What follows belongs to an exercise in optimizing a design on an open flow for small area; a production flow would make more cautious choices. The RTL was checked by simulation tests, not by an equivalence proof against the original design. Power and IR drop assume default switching activity.

## green
==> flow/design.v <==
`timescale 1ns/1ps
module ibuf_rdreq_mgmt #(
  parameter int unsigned BW       = 9,
  parameter int unsigned TAG_W    = 5,
  parameter int unsigned MX_OS_RQ = 4
) (
  input  logic             clk,
  input  logic             rst,
  input  logic [2:0]       cfg_max_rd_req_size,
  input  logic [63:0]      lbuf_addr,
  input  logic [31:0]      lbuf_len,
  input  logic             lbuf_en,
  output logic             lbuf_dn,
  input  logic [BW:0]      cons,
  output logic [BW:0]      committed_prod,
  output logic             rd,
  output logic [63:0]      hst_addr,
  output logic [9:0]       rd_qw,
  input  logic             rd_ack,
  input  logic [TAG_W-1:0] rd_tag,
  input  logic [TAG_W-1:0] cpl_tag,
  output logic [BW-1:0]    cpl_base,
  input  logic             cpl_vld,
  input  logic             cpl_last,
  output logic             err
);
  localparam int unsigned NSlot = 4;
  typedef logic [BW:0] ptr_t;
  typedef enum logic [2:0] {
    StIdle,
    StWaitOs,
    StCalc,
    StWaitSpace,
    StReq,
    StUpd,
    StDrain,
    StDone
  } state_e;
  state_e           state_q, state_d;
  logic [63:3]      addr_q;
  logic [31:0]      left_q;
  ptr_t             iprod_q;
  logic             err_q;
  logic             last_q;      
  logic             blt_q;       
  logic [TAG_W-1:0] tag_q   [NSlot];
  ptr_t             start_q [NSlot];
  logic [NSlot-1:0] vld_q;
  logic [NSlot-1:0] done_q;
  logic [1:0]       wr_ptr_q, rd_ptr_q;
  logic             idle, upd, fire, commit;
  logic [8:0]       a, hmask, bsel, bnd_qw, a_nxt;
  logic [9:0]       mx_qw, chunk, lsum;
  logic             hi_ones, blt, last, space_ok;
  logic [22:0]      lz;          
  logic [51:0]      ao;          
  logic [8:0]       anz;         
  logic [8:0]       at;          
  logic [63:3]      addr_nxt, addr_d;
  logic [31:0]      left_nxt, left_d;
  ptr_t             ipc, space;
  logic [NSlot-1:0] match, pend;
  assign a = addr_q[11:3];
  always_comb begin
    unique case (cfg_max_rd_req_size)
      3'd0:    begin mx_qw = 10'd16;  hmask = 9'b111110000; end
      3'd1:    begin mx_qw = 10'd32;  hmask = 9'b111100000; end
      3'd2:    begin mx_qw = 10'd64;  hmask = 9'b111000000; end
      3'd3:    begin mx_qw = 10'd128; hmask = 9'b110000000; end
      3'd4:    begin mx_qw = 10'd256; hmask = 9'b100000000; end
      default: begin mx_qw = 10'd512; hmask = 9'b000000000; end
    endcase
  end
  assign hi_ones = &(a | ~hmask);
  assign blt     = hi_ones && ((a & ~hmask) != '0);
  assign bsel = blt ? a : hmask;
  assign lsum = {1'b0, left_q[8:0]} + {1'b0, bsel};
  assign last = ((left_q[31:9] == 23'd0) && (!lsum[9] || (lsum[8:0] == '0))) ||
                ((left_q[31:9] == 23'd1) && !lsum[9] && (lsum[8:0] == '0));
  always_comb begin
    for (int i = 0; i < 9; i++) begin
      anz[i]    = (i == 0) ? 1'b0 : (anz[i-1] || a[i-1]);
      bnd_qw[i] = a[i] ^ anz[i];
    end
  end
  assign chunk = last_q ? left_q[9:0] : (blt_q ? {1'b0, bnd_qw} : mx_qw);
  assign idle   = (state_q == StIdle);
  assign upd    = (state_q == StUpd);
  assign fire   = (state_q == StReq) && rd_ack;
  assign commit = vld_q[rd_ptr_q] && done_q[rd_ptr_q];
  always_comb begin
    for (int i = 0; i < 9; i++) begin
      at[i]    = (i == 0) ? 1'b1 : (at[i-1] && (a[i-1] || !hmask[i-1]));
      a_nxt[i] = hmask[i] ? (a[i] ^ (upd && at[i])) : (a[i] && !(upd && blt_q));
    end
    for (int j = 0; j < 52; j++) begin
      ao[j]             = (j == 0) ? 1'b1 : (ao[j-1] && addr_q[12+j-1]);
      addr_nxt[12+j]    = addr_q[12+j] ^ (upd && hi_ones && ao[j]);
    end
    addr_nxt[11:3] = a_nxt;
  end
  always_comb begin
    for (int j = 0; j < 23; j++) begin
      lz[j]           = (j == 0) ? 1'b1 : (lz[j-1] && !left_q[9+j-1]);
      left_nxt[9+j]   = left_q[9+j] ^ (upd && !lsum[9] && lz[j]);
    end
    left_nxt[8:0] = upd ? lsum[8:0] : left_q[8:0];
  end
  assign addr_d = idle ? lbuf_addr[63:3] : addr_nxt;
  assign left_d = idle ? lbuf_len : left_nxt;
  assign ipc      = iprod_q + ptr_t'(chunk);
  assign space    = ipc - cons;
  assign space_ok = (space != '0) && (!space[9] || (space[8:0] == '0));
  always_comb begin
    state_d = state_q;
    unique case (state_q)
      StIdle:      if (lbuf_en) state_d = (lbuf_len == '0) ? StDone : StWaitOs;
      StWaitOs:    if (!vld_q[wr_ptr_q]) state_d = StCalc;
      StCalc:      state_d = StWaitSpace;
      StWaitSpace: if (space_ok) state_d = StReq;
      StReq:       if (rd_ack) state_d = StUpd;
      StUpd:       state_d = last_q ? StDrain : StWaitOs;
      StDrain:     if (vld_q == '0) state_d = StDone;
      default:     state_d = StIdle;
    endcase
  end
  always_ff @(posedge clk or negedge rst) begin
    if (!rst) begin
      state_q <= StIdle;
      iprod_q <= '0;
    end else begin
      state_q <= state_d;
      if (upd) begin
        iprod_q <= ipc;
      end
    end
  end
  always_ff @(posedge clk) begin
    addr_q <= addr_d;
    left_q <= left_d;
    last_q <= last;
    blt_q  <= blt;
  end
  for (genvar i = 0; i < NSlot; i++) begin : g_slot
    assign match[i] = vld_q[i] && (tag_q[i] == cpl_tag);
    assign pend[i]  = match[i] && !done_q[i];
    always_ff @(posedge clk) begin
      if (fire && wr_ptr_q == 2'(i)) begin
        tag_q[i]   <= rd_tag;
        start_q[i] <= iprod_q;
        done_q[i]  <= 1'b0;
      end else if (cpl_vld && cpl_last && pend[i]) begin
        done_q[i]  <= 1'b1;
      end
    end
    always_ff @(posedge clk or negedge rst) begin
      if (!rst) begin
        vld_q[i] <= 1'b0;
      end else if (fire && wr_ptr_q == 2'(i)) begin
        vld_q[i] <= 1'b1;
      end else if (commit && rd_ptr_q == 2'(i)) begin
        vld_q[i] <= 1'b0;
      end
    end
  end
  always_ff @(posedge clk or negedge rst) begin
    if (!rst) begin
      wr_ptr_q <= '0;
      rd_ptr_q <= '0;
      err_q    <= 1'b0;
    end else begin
      if (fire) begin
        wr_ptr_q <= wr_ptr_q + 2'd1;
      end
      if (commit) begin
        rd_ptr_q <= rd_ptr_q + 2'd1;
      end
      if (cpl_vld && pend == '0) begin
        err_q <= 1'b1;
      end
    end
  end
  always_comb begin
    cpl_base = '0;
    for (int i = 0; i < NSlot; i++) begin
      if (match[i]) cpl_base = cpl_base | start_q[i][BW-1:0];
    end
  end
  assign lbuf_dn        = (state_q == StDone);
  assign committed_prod = vld_q[rd_ptr_q] ? start_q[rd_ptr_q] : iprod_q;
  assign rd             = (state_q == StReq);
  assign hst_addr       = {addr_q, 3'b000};
  assign rd_qw          = chunk;
  assign err            = err_q;
endmodule
clock: 8.0 ns
lec_check: 0
cap_margin: 0
core_margin: 2
core_utilization: 60
gpl_timing_driven: 0
slew_margin: 0
standard.sh (not shown) runs the stock make flow with config.mk's settings and CLKGATE_MAP_FILE= SYNTH_SCRIPT=/design/flow/synth_recipe.tcl, a recipe that flattens the netlist after the stock synthesis.
==> flow/flow/run.sh <==
#!/bin/bash
# Layout: the standard flow (standard synthesis unchanged), with plain buf_1 cells as the
# port buffers and a clock tree of clkbuf_8 cells without dummy loads.
set -euo pipefail
bash standard.sh \
  "BUFFER_PORTS_ARGS=-buffer_cell sky130_fd_sc_hd__buf_1" \
  "CTS_ARGS=-sink_clustering_enable -repair_clock_nets -dont_use_dummy_load -buf_list sky130_fd_sc_hd__clkbuf_8" \
  finish > make_finish.log 2>&1
Having completed the whole flow, green delivered a layout that passed the timing, design-rule and antenna checks.
Input-level comparison between red and green:
==> flow/run.sh (new file) <==
#!/bin/bash
# synth_recipe.tcl (not shown) runs the flow's synth.tcl, then flattens the netlist and writes it again
# the make line also repeats each setting of config.mk as NAME=value (left out here)
make -C /OpenROAD-flow-scripts/flow DESIGN_CONFIG=/design/flow/config.mk WORK_HOME=/design/flow/orfs CLKGATE_MAP_FILE= SYNTH_SCRIPT=/design/flow/synth_recipe.tcl finish
--- a/flow/config.mk
+++ b/flow/config.mk
@@ -8 +8 @@
-export CAP_MARGIN = 0
+export CAP_MARGIN = 20
@@ -10,3 +10,2 @@
-export CORE_UTILIZATION = 60
-export GPL_TIMING_DRIVEN = 0
-export SLEW_MARGIN = 0
+export CORE_UTILIZATION = 40
+export SLEW_MARGIN = 20
removed: flow/flow/run.sh
removed: flow/standard.sh
[summary]
For the share of total power in combinational logic, red came in 2.5 points lower than green did. Final-layout clock-cell area share (higher): red. A slowest stage cell on the critical path of sky130_fd_sc_hd__or4_1 is what green shows, while sky130_fd_sc_hd__clkdlybuf4s50_1 belongs to red. Compared with green, in red buffer count excluding the clock tree in the final layout has decreased, worst-margin pin slew decreased by 0.16 ns relative to the old numbers, power in combinational cells higher, shortest clock period the worst path allows after layout went up, setup slack of the critical path after layout fell by 0.30 ns. Number of clock buffers in the layout was lower in green than in red. When red is measured against green, its critical path depth turns out 1 lower.

re-timing with driven ports:
The results above use ideal ports. As a check the final layouts listed here were re-extracted and re-timed, cells and wires unchanged.
Step 1: set_driving_cell puts a clkbuf_16 on clk and a buf_2 on each other input, an assumption about the parent block.
Step 2 also shifts input and output timing later by t, the mid clock arrival at the registers, as if the neighbouring blocks saw the same clock.
a / b / c = no drivers / after step 1 / after step 2; a / b = the first two.
| run | t, ns | setup slack, ns | cell pins on the clock port's net |
|---|---|---|---|
| green | 0.487 | 1.835 / 1.850 / 1.363 | 1 |
| red | 0.475 | 1.539 / 1.548 / 1.073 | 1 |
After both steps setup and hold are still met in every run listed. For green, which loses most, drivers alone change the setup slack by +0.015 ns; drivers and shift together by -0.472 ns.
